This design comes from an exercise in tuning for small area, a short achievable clock period and few clock cycles on the open sky130 flow, not from production work. Only simulation tests tie the RTL to the original design; equivalence was not proved. Power is estimated from default activity; no workload was simulated.

### flow/run.sh
#!/bin/bash
# synth_recipe.tcl (not shown) runs the flow's synth.tcl, then flattens the netlist and writes it again
# the make line also repeats each setting of config.mk as NAME=value (left out here)
make -C /OpenROAD-flow-scripts/flow DESIGN_CONFIG=/design/flow/config.mk WORK_HOME=/design/flow/orfs CLKGATE_MAP_FILE= SYNTH_SCRIPT=/design/flow/synth_recipe.tcl finish
### flow/config.mk
export PLATFORM = sky130hd
export DESIGN_NAME = ll_ptr_mgr
export DESIGN_NICKNAME = ll_ptr_mgr
export VERILOG_FILES = /design/flow/design.v
export SDC_FILE = /design/flow/constraint.sdc
export NUM_CORES = 4
export LEC_CHECK = 0
export CAP_MARGIN = 20
export CORE_MARGIN = 2
export CORE_UTILIZATION = 40
export SLEW_MARGIN = 20
### flow/constraint.sdc
create_clock -name core_clock -period 6.0 [get_ports {clk}]
set_input_delay 1.2000 -clock core_clock [delete_from_list [all_inputs] [get_ports {clk}]]
set_output_delay 1.2000 -clock core_clock [all_outputs]
set_load 0.01 [all_outputs]
### flow/design.v
package ll_pkg;
    localparam int DEF_DATA_DEPTH = 16;
    localparam int DEF_DATA_WD    = 32;
    localparam int DEF_NUM_LISTS  = 4;
    typedef enum logic [2:0] {
        OP_PUSH_TAIL = 3'd0,
        OP_INSERT_AT = 3'd1,
        OP_DELETE_AT = 3'd2,
        OP_READ_AT   = 3'd3,
        OP_CLEAR     = 3'd4
    } ll_op_e;
    typedef enum logic [1:0] {
        ST_OK    = 2'd0,
        ST_FULL  = 2'd1,
        ST_EMPTY = 2'd2,
        ST_BAD   = 2'd3
    } ll_status_e;
    typedef enum logic [1:0] {
        S_IDLE = 2'd0,
        S_WALK = 2'd1,
        S_EXEC = 2'd2,
        S_RESP = 2'd3
    } ll_state_e;
endpackage
module ll_free_list #(
    parameter int DATA_DEPTH = 16,
    parameter int PTR_WD     = $clog2(DATA_DEPTH),
    parameter int CNT_WD     = PTR_WD + 1
) (
    input  logic              clk,
    input  logic              reset_n,
    input  logic              pop,
    input  logic [PTR_WD-1:0] head_nxt,
    input  logic              push,
    input  logic [PTR_WD-1:0] push_node,
    input  logic              splice,
    input  logic [PTR_WD-1:0] splice_head,
    input  logic [PTR_WD-1:0] splice_tail,
    input  logic [CNT_WD-1:0] splice_cnt,
    output logic [PTR_WD-1:0] free_head,
    output logic [PTR_WD-1:0] free_tail,
    output logic [CNT_WD-1:0] free_cnt
);
    always_ff @(posedge clk or posedge reset_n) begin
        if (reset_n) begin
            free_head <= '0;
            free_tail <= PTR_WD'(DATA_DEPTH - 1);
            free_cnt  <= CNT_WD'(DATA_DEPTH);
        end else if (pop) begin
            free_head <= head_nxt;
            free_cnt  <= free_cnt - CNT_WD'(1);
        end else if (push) begin
            if (free_cnt == '0) free_head <= push_node;
            free_tail <= push_node;
            free_cnt  <= free_cnt + CNT_WD'(1);
        end else if (splice) begin
            if (free_cnt == '0) free_head <= splice_head;
            free_tail <= splice_tail;
            free_cnt  <= free_cnt + splice_cnt;
        end
    end
endmodule
import ll_pkg::*;
module ll_ptr_mgr #(
    parameter int DATA_DEPTH = ll_pkg::DEF_DATA_DEPTH,
    parameter int DATA_WD    = ll_pkg::DEF_DATA_WD,
    parameter int NUM_LISTS  = ll_pkg::DEF_NUM_LISTS,
    localparam int PTR_WD    = $clog2(DATA_DEPTH),
    localparam int CNT_WD    = PTR_WD + 1,
    localparam int LID_WD    = (NUM_LISTS > 1) ? $clog2(NUM_LISTS) : 1
) (
    input  logic                        clk,
    input  logic                        reset_n,
    input  logic                        req_vld,
    output logic                        req_rdy,
    input  logic [2:0]                  req_op,
    input  logic [LID_WD-1:0]           req_list,
    input  logic [CNT_WD-1:0]           req_pos,
    input  logic [DATA_WD-1:0]          req_data,
    output logic                        resp_vld,
    input  logic                        resp_rdy,
    output logic [DATA_WD-1:0]          resp_data,
    output logic [1:0]                  resp_status,
    output logic [NUM_LISTS-1:0]        ll_empty,
    output logic [NUM_LISTS*CNT_WD-1:0] ll_size,
    output logic [CNT_WD-1:0]           free_cnt
);
    logic [1:0]         state_q, state_d;
    logic [1:0]         stat_q, chk_stat;
    logic [2:0]         op_q;
    logic [LID_WD-1:0]  list_q;
    logic [CNT_WD-1:0]  pos_q, walk_q, chk_walk, in_size;
    logic [DATA_WD-1:0] data_q;
    logic [PTR_WD-1:0]  cur_q, del_node, fl_head, fl_tail;
    logic [DATA_WD-1:0] data_mem [DATA_DEPTH];
    logic [PTR_WD-1:0]  nxt_mem  [DATA_DEPTH];
    logic [PTR_WD-1:0]  head_q   [NUM_LISTS];
    logic [PTR_WD-1:0]  tail_q   [NUM_LISTS];
    logic [CNT_WD-1:0]  size_q   [NUM_LISTS];
    logic exec_ok, fl_pop, fl_push, fl_splice;
    assign req_rdy  = (state_q == S_IDLE);
    assign in_size  = size_q[req_list];
    assign exec_ok  = (state_q == S_EXEC) && (stat_q == ST_OK);
    assign del_node = (pos_q == '0) ? head_q[list_q] : nxt_mem[cur_q];
    assign fl_pop    = exec_ok && (op_q == OP_PUSH_TAIL || op_q == OP_INSERT_AT);
    assign fl_push   = exec_ok && (op_q == OP_DELETE_AT);
    assign fl_splice = exec_ok && (op_q == OP_CLEAR) && (size_q[list_q] != '0);
    always_comb begin
        chk_stat = ST_OK;
        chk_walk = '0;
        case (req_op)
            OP_PUSH_TAIL: if (free_cnt == '0) chk_stat = ST_FULL;
            OP_INSERT_AT: begin
                if (free_cnt == '0)        chk_stat = ST_FULL;
                else if (req_pos > in_size) chk_stat = ST_BAD;
                else if (req_pos != '0)     chk_walk = req_pos - CNT_WD'(1);
            end
            OP_DELETE_AT: begin
                if (in_size == '0)           chk_stat = ST_EMPTY;
                else if (req_pos >= in_size) chk_stat = ST_BAD;
                else if (req_pos != '0)      chk_walk = req_pos - CNT_WD'(1);
            end
            OP_READ_AT: begin
                if (in_size == '0)           chk_stat = ST_EMPTY;
                else if (req_pos >= in_size) chk_stat = ST_BAD;
                else                         chk_walk = req_pos;
            end
            OP_CLEAR: ;
            default: chk_stat = ST_BAD;
        endcase
    end
    always_comb begin
        ll_size  = '0;
        ll_empty = '0;
        for (int l = 0; l < NUM_LISTS; l++) begin
            ll_size[l*CNT_WD +: CNT_WD] = size_q[l];
            ll_empty[l]                 = (size_q[l] == '0);
        end
    end
    always_ff @(posedge clk or posedge reset_n) begin
        if (reset_n) state_q <= S_IDLE;
        else         state_q <= state_d;
    end
    always_comb begin
        state_d = state_q;
        case (state_q)
            S_IDLE: if (req_vld) state_d = (chk_walk == '0) ? S_EXEC : S_WALK;
            S_WALK: if (walk_q == CNT_WD'(1)) state_d = S_EXEC;
            S_EXEC: state_d = S_RESP;
            S_RESP: if (resp_rdy) state_d = S_IDLE;
            default: state_d = S_IDLE;
        endcase
    end
    always_ff @(posedge clk) begin
        if (fl_pop) data_mem[fl_head] <= data_q;
    end
    always_ff @(posedge clk or posedge reset_n) begin
        if (reset_n) begin
            op_q        <= '0;
            list_q      <= '0;
            pos_q       <= '0;
            data_q      <= '0;
            stat_q      <= ST_OK;
            walk_q      <= '0;
            cur_q       <= '0;
            resp_vld    <= 1'b0;
            resp_data   <= '0;
            resp_status <= '0;
            for (int i = 0; i < DATA_DEPTH; i++) nxt_mem[i] <= PTR_WD'(i + 1);
            for (int l = 0; l < NUM_LISTS; l++) begin
                head_q[l] <= '0;
                tail_q[l] <= '0;
                size_q[l] <= '0;
            end
        end else begin
            case (state_q)
                S_IDLE: if (req_vld) begin
                    op_q   <= req_op;
                    list_q <= req_list;
                    pos_q  <= req_pos;
                    data_q <= req_data;
                    stat_q <= chk_stat;
                    walk_q <= chk_walk;
                    cur_q  <= head_q[req_list];
                end
                S_WALK: begin
                    cur_q  <= nxt_mem[cur_q];
                    walk_q <= walk_q - CNT_WD'(1);
                end
                S_EXEC: begin
                    resp_vld    <= 1'b1;
                    resp_status <= stat_q;
                    resp_data   <= '0;
                    if (stat_q == ST_OK) begin
                        case (op_q)
                            OP_PUSH_TAIL: begin
                                if (size_q[list_q] != '0) nxt_mem[tail_q[list_q]] <= fl_head;
                                else                      head_q[list_q] <= fl_head;
                                tail_q[list_q] <= fl_head;
                                size_q[list_q] <= size_q[list_q] + CNT_WD'(1);
                            end
                            OP_INSERT_AT: begin
                                if (pos_q == '0) begin
                                    nxt_mem[fl_head] <= head_q[list_q];
                                    head_q[list_q]   <= fl_head;
                                    if (size_q[list_q] == '0) tail_q[list_q] <= fl_head;
                                end else begin
                                    nxt_mem[fl_head] <= nxt_mem[cur_q];
                                    nxt_mem[cur_q]   <= fl_head;
                                    if (cur_q == tail_q[list_q]) tail_q[list_q] <= fl_head;
                                end
                                size_q[list_q] <= size_q[list_q] + CNT_WD'(1);
                            end
                            OP_DELETE_AT: begin
                                resp_data <= data_mem[del_node];
                                if (pos_q == '0) begin
                                    head_q[list_q] <= nxt_mem[del_node];
                                end else begin
                                    nxt_mem[cur_q] <= nxt_mem[del_node];
                                    if (del_node == tail_q[list_q]) tail_q[list_q] <= cur_q;
                                end
                                if (free_cnt != '0) nxt_mem[fl_tail] <= del_node;
                                size_q[list_q] <= size_q[list_q] - CNT_WD'(1);
                            end
                            OP_READ_AT: resp_data <= data_mem[cur_q];
                            OP_CLEAR: begin
                                if (size_q[list_q] != '0 && free_cnt != '0)
                                    nxt_mem[fl_tail] <= head_q[list_q];
                                head_q[list_q] <= '0;
                                tail_q[list_q] <= '0;
                                size_q[list_q] <= '0;
                            end
                            default: ;
                        endcase
                    end
                end
                S_RESP: if (resp_rdy) begin
                    resp_vld    <= 1'b0;
                    resp_data   <= '0;
                    resp_status <= '0;
                end
                default: ;
            endcase
        end
    end
    ll_free_list #(
        .DATA_DEPTH (DATA_DEPTH),
        .PTR_WD     (PTR_WD),
        .CNT_WD     (CNT_WD)
    ) u_free_list (
        .clk         (clk),
        .reset_n     (reset_n),
        .pop         (fl_pop),
        .head_nxt    (nxt_mem[fl_head]),
        .push        (fl_push),
        .push_node   (del_node),
        .splice      (fl_splice),
        .splice_head (head_q[list_q]),
        .splice_tail (tail_q[list_q]),
        .splice_cnt  (size_q[list_q]),
        .free_head   (fl_head),
        .free_tail   (fl_tail),
        .free_cnt    (free_cnt)
    );
endmodule
==> run notes <==
sequential cells by signal, indices dropped and copies added (netlist names):
register               count
cur_q                      4
data_mem                 512
data_q                    32
head_q                    16
list_q                     2
nxt_mem                   64
op_q                       3
pos_q                      5
resp_data                 32
resp_status                2
resp_vld                   1
size_q                    20
stat_q                     2
state_q                    2
tail_q                    16
u_free_list.free_cnt       5
u_free_list.free_head      4
u_free_list.free_tail      4
walk_q                     5
through the flow:
stage / worst slack, ps / instances
2_1_floorplan: 1010 / 3382
3_3_place_gp: 1030 / 4670
3_5_place_dp: 988 / 4670
4_1_cts: 1030 / 4819
5_1_grt: 768 / 4819
6_report: 745 / 4819
area by class of cell:
cell class	instances	area [sq um]	area share
Sequential cell	731	20900	0.468
Multi-Input combinational cell	2370	17200	0.384
Timing Repair Buffer	258	2310	0.0517
Clock buffer	117	2260	0.0507
Tap cell	1276	1600	0.0357
Clock inverter	32	292	0.00652
Inverter	35	136	0.00305
Yosys cell counts (48+ instances only):
| library cell | instances |
|---|---|
| o211ai_1 | 48 |
| nand2_1 | 463 |
| mux2_2 | 98 |
| o21ai_0 | 206 |
| dfrtp_1 | 182 |
| buf_2 | 64 |
| nor2_1 | 256 |
| nand3_1 | 120 |
| nor3_1 | 75 |
| a31oi_1 | 58 |
| clkbuf_1 | 121 |
| a21oi_1 | 171 |
| mux4_2 | 182 |
| o22ai_1 | 96 |
| edfxtp_1 | 512 |
per-layer routing:
| layer | up-vias | share of wire | track usage |
|---|---|---|---|
| li1 | 13400 | - | - |
| met4 | 2 | 0.061 | 0.156 |
| met2 | 2484 | 0.44 | 0.460 |
| met3 | 592 | 0.12 | 0.0755 |
| met1 | 16200 | 0.37 | 0.406 |
| met5 | - | 0.00010 | 0 |
power breakdown:
group          internal [mW]  leakage (nW)  total, mW  switching (mW)
sequential              6.75          7.33       8.40            1.65
clock                   2.76          1.24       4.92            2.15
combinational           5.15          6.68       15.9            10.8
cell families (layout without fill, tap and decap cells):
logic type      count (synthesis)  in the layout
buf+inv                       281            442
simple gates                 1105           1105
fa+ha+maj                      22             22
xor+xnor                       17             17
compound gates                914            914
mux                           312            312
flops                         731            731
critical path: cells and delay by family (launching register included):
family	cells	cell delay (ps)
simple gates	5	2080
compound gates	4	1260
flops	1	840
buf+inv	2	720
mux	1	240
cell usage in the layout, fill, tap and decap left out, types with 17 or more instances in the layout:
master	netlist	layout
a211oi_1	33	33
a21oi_1	171	170
a221o_1	17	17
a22o_1	17	17
a22oi_1	39	38
a31oi_1	58	58
and3_1	24	24
buf_4	18	140
clkbuf_1	121	27
clkbuf_16	0	82
clkdlybuf4s50_1	0	110
dfrtp_1	182	179
dfstp_2	37	37
edfxtp_1	512	512
ha_1	20	20
inv_1	33	31
mux2_2	98	98
mux2i_1	32	31
mux4_2	182	182
nand2_1	463	459
nand3_1	120	120
nand3b_1	22	22
nand4_1	19	19
nor2_1	256	252
nor3_1	75	65
nor4_1	27	21
o211ai_1	48	48
o21ai_0	206	206
o21ai_1	30	27
o221ai_1	32	32
o22ai_1	96	96
o31ai_1	28	28
how the worst max path moves through the flow:
| stage | slack (ps) | end | startpoint |
|---|---|---|---|
| after floorplan | 1010 | data_mem[10][0] | state_q[0] |
| after global placement | 1030 | state_q[1] | req_list[1] |
| after detailed placement | 990 | state_q[1] | req_list[1] |
| after CTS | 1030 | nxt_mem[11][1] | cur_q[0] |
| after global routing | 770 | nxt_mem[11][1] | cur_q[3] |
| final | 740 | nxt_mem[11][1] | cur_q[3] |
==> flow_metrics.py <==
metrics = {
    "min_path": {
        "whs_path_depth": 2,
        "hold_end": "resp_status[0]",
        "hp-class": "reg2reg",
        "hold_start": "resp_status[0]",
    },
    "placement": {
        "numPortBuffers": 110,
        "hpwl_mm": 95.7,
        "dpl_cell_area_sq_um": 42100,
        "gp_congestion": 1.08,
    },
    "synthesis": {
        "synth_area_leaders": "edfxtp_1 39%, dfrtp_1 12%, mux4_2 10%",
        "synth_xor_area_frac": 0.00380,
        "synth-simple-area-share": 0.128,
        "yosys.area.top_type_share": 0.393,
        "yosysSeqAreaShare": 0.534,
        "ys_seq_elements": 731,
        "yosys_warnings": 10,
        "ys_types": 96,
        "synth_area_sq_um": 39200,
        "synth_compound_area_frac": 0.153,
        "ys.flop_type": "edfxtp_1",
        "synthCells": 3382,
        "synthMuxAreaShare": 0.141,
        "synth_top_family_by_area": "compound AO/OA/AOI/OAI gates",
        "synth_fa_ha_area_frac": 0.00741,
        "syn_area_per_cell_sq_um": 11.6,
        "synth_edf_count": 512,
        "async_reset_ff_frac": 0.300,
        "synth_nets": 3450,
        "synth_area_leader_cell": "edfxtp_1",
    },
    "timing": {
        "slew_violations": 0,
        "whs_ps": 462,
        "relSlewSlack": 0.182,
        "rsz0062_at_grt": "no",
        "fmax_mhz": 190,
        "fin_crit_ps": 5260,
        "setup_viol": 0,
        "tns_ps": 0,
        "skew_ps": 51.3,
        "tightest_slew_ps": 1230,
        "post-route-period-util": 0.876,
        "finalHoldViolCount": 0,
    },
    "global_route": {
        "grt_max_degree": 98,
        "grt_usage": 0.304,
        "grt_pass1_vias": 31100,
        "antenna_found_initial": 1,
        "grt_first_pass_wirelength_mm": 222,
        "overflow": 0,
    },
    "cells_and_area": {
        "fillerInstances": 8686,
        "nets": 3545,
        "layout-drive-gt1-share": 0.185,
        "stdcell_area_sq_um": 44700,
        "area_growth_pct": 14.1,
        "fin_util": 0.461,
        "diodes": 0,
    },
    "critical_path": {
        "crit_slowest_cell": "dfrtp_1",
        "crit_arrival_ps": 5840,
        "cp.required_ps": 6590,
        "startpoint_type": "flip-flop",
        "cp_slowest_stage_delay_ps": 840,
        "cpMostUsedCell": "buf_4",
        "r2r_cells": 12,
        "reg2reg_to": "nxt_mem[11][1]",
        "path_max_fanout": 23,
        "reg2reg_slack_ps": 740,
        "crit_path_end_kind": "flip-flop",
        "worstPathCellList": "buf_4, mux2i_1, o2bb2ai_1, nor4_4, a31o_4, nor2_1, a222oi_1, o22ai_1, nor4b_4, buf_4, nor4_1, or3_1",
        "crit_type": "reg2reg",
        "r2r-start": "cur_q[3]",
    },
    "clocking": {
        "post-cts-setup-buffers": 0,
        "cts_sinks": 731,
        "clk_latency_ps": 700,
        "root_buffer": "clkbuf_16",
        "cts_repair_resize_count": 0,
        "cts_buffers": 81,
        "clkTransAtPathRegs_ps": 80,
        "ctsHoldBuffers": 0,
        "h-tree-depth": 3,
        "cts_tree": "yes",
        "clk_path_buf_depth": 3,
    },
    "routing": {
        "wire_per_inst_microns": 31.9,
        "ant_nets": 0,
        "vias": 32700,
        "drt_iter0_markers": 4743,
        "dr.pass1.iters": 6,
        "vias_per_cell": 6.79,
        "drc": 0,
        "routed_wl_mm": 154,
    },
    "floorplan": {
        "die_y_microns": 317,
        "die-area_sq_um": 100000,
        "core_area_sq_um": 96900,
        "rows": 114,
        "initial_core_util": 0.404,
        "die_w_microns": 317,
        "num_io_pins": 111,
    },
    "outcome": {
        "status": "timing/DRC/antenna clean",
    },
    "power_and_ir_drop": {
        "power_mw": 29.2,
        "vdd_drop_max_mv": 0.624,
        "powerDensity_nw_per_um2": 654,
        "p_leak_nw": 15.2,
    },
    "run": {
        "drv.max_cap_violation_count": 0,
    },
}
Testbench counts, summed over its fixed seeds: cycles 17,929.

==> re-timing with driven ports <==
In the flow no input, the clock included, has a driving cell. The finished layout below was timed again as built, in two steps. Step 1, drivers: a clkbuf_16 drives clk and a buf_2 each remaining input, both assumed. Step 2 times the ports against the registers' clock, not the clock port: input delays grow and output delays shrink by t, the midpoint of the rising clock arrivals with the driver on. Slacks: ideal / step 1 / step 2; pairs: ideal / step 1.
t, ns: 0.748
setup slack, ns: 0.745 / 0.745 / 0.745
worst hold slack (ns): 0.462 / 0.462 / 0.462
After both steps this run still meets setup and hold. The setup slack of this run moves by 0.000 ns with the drivers and by 0.000 ns with both steps.
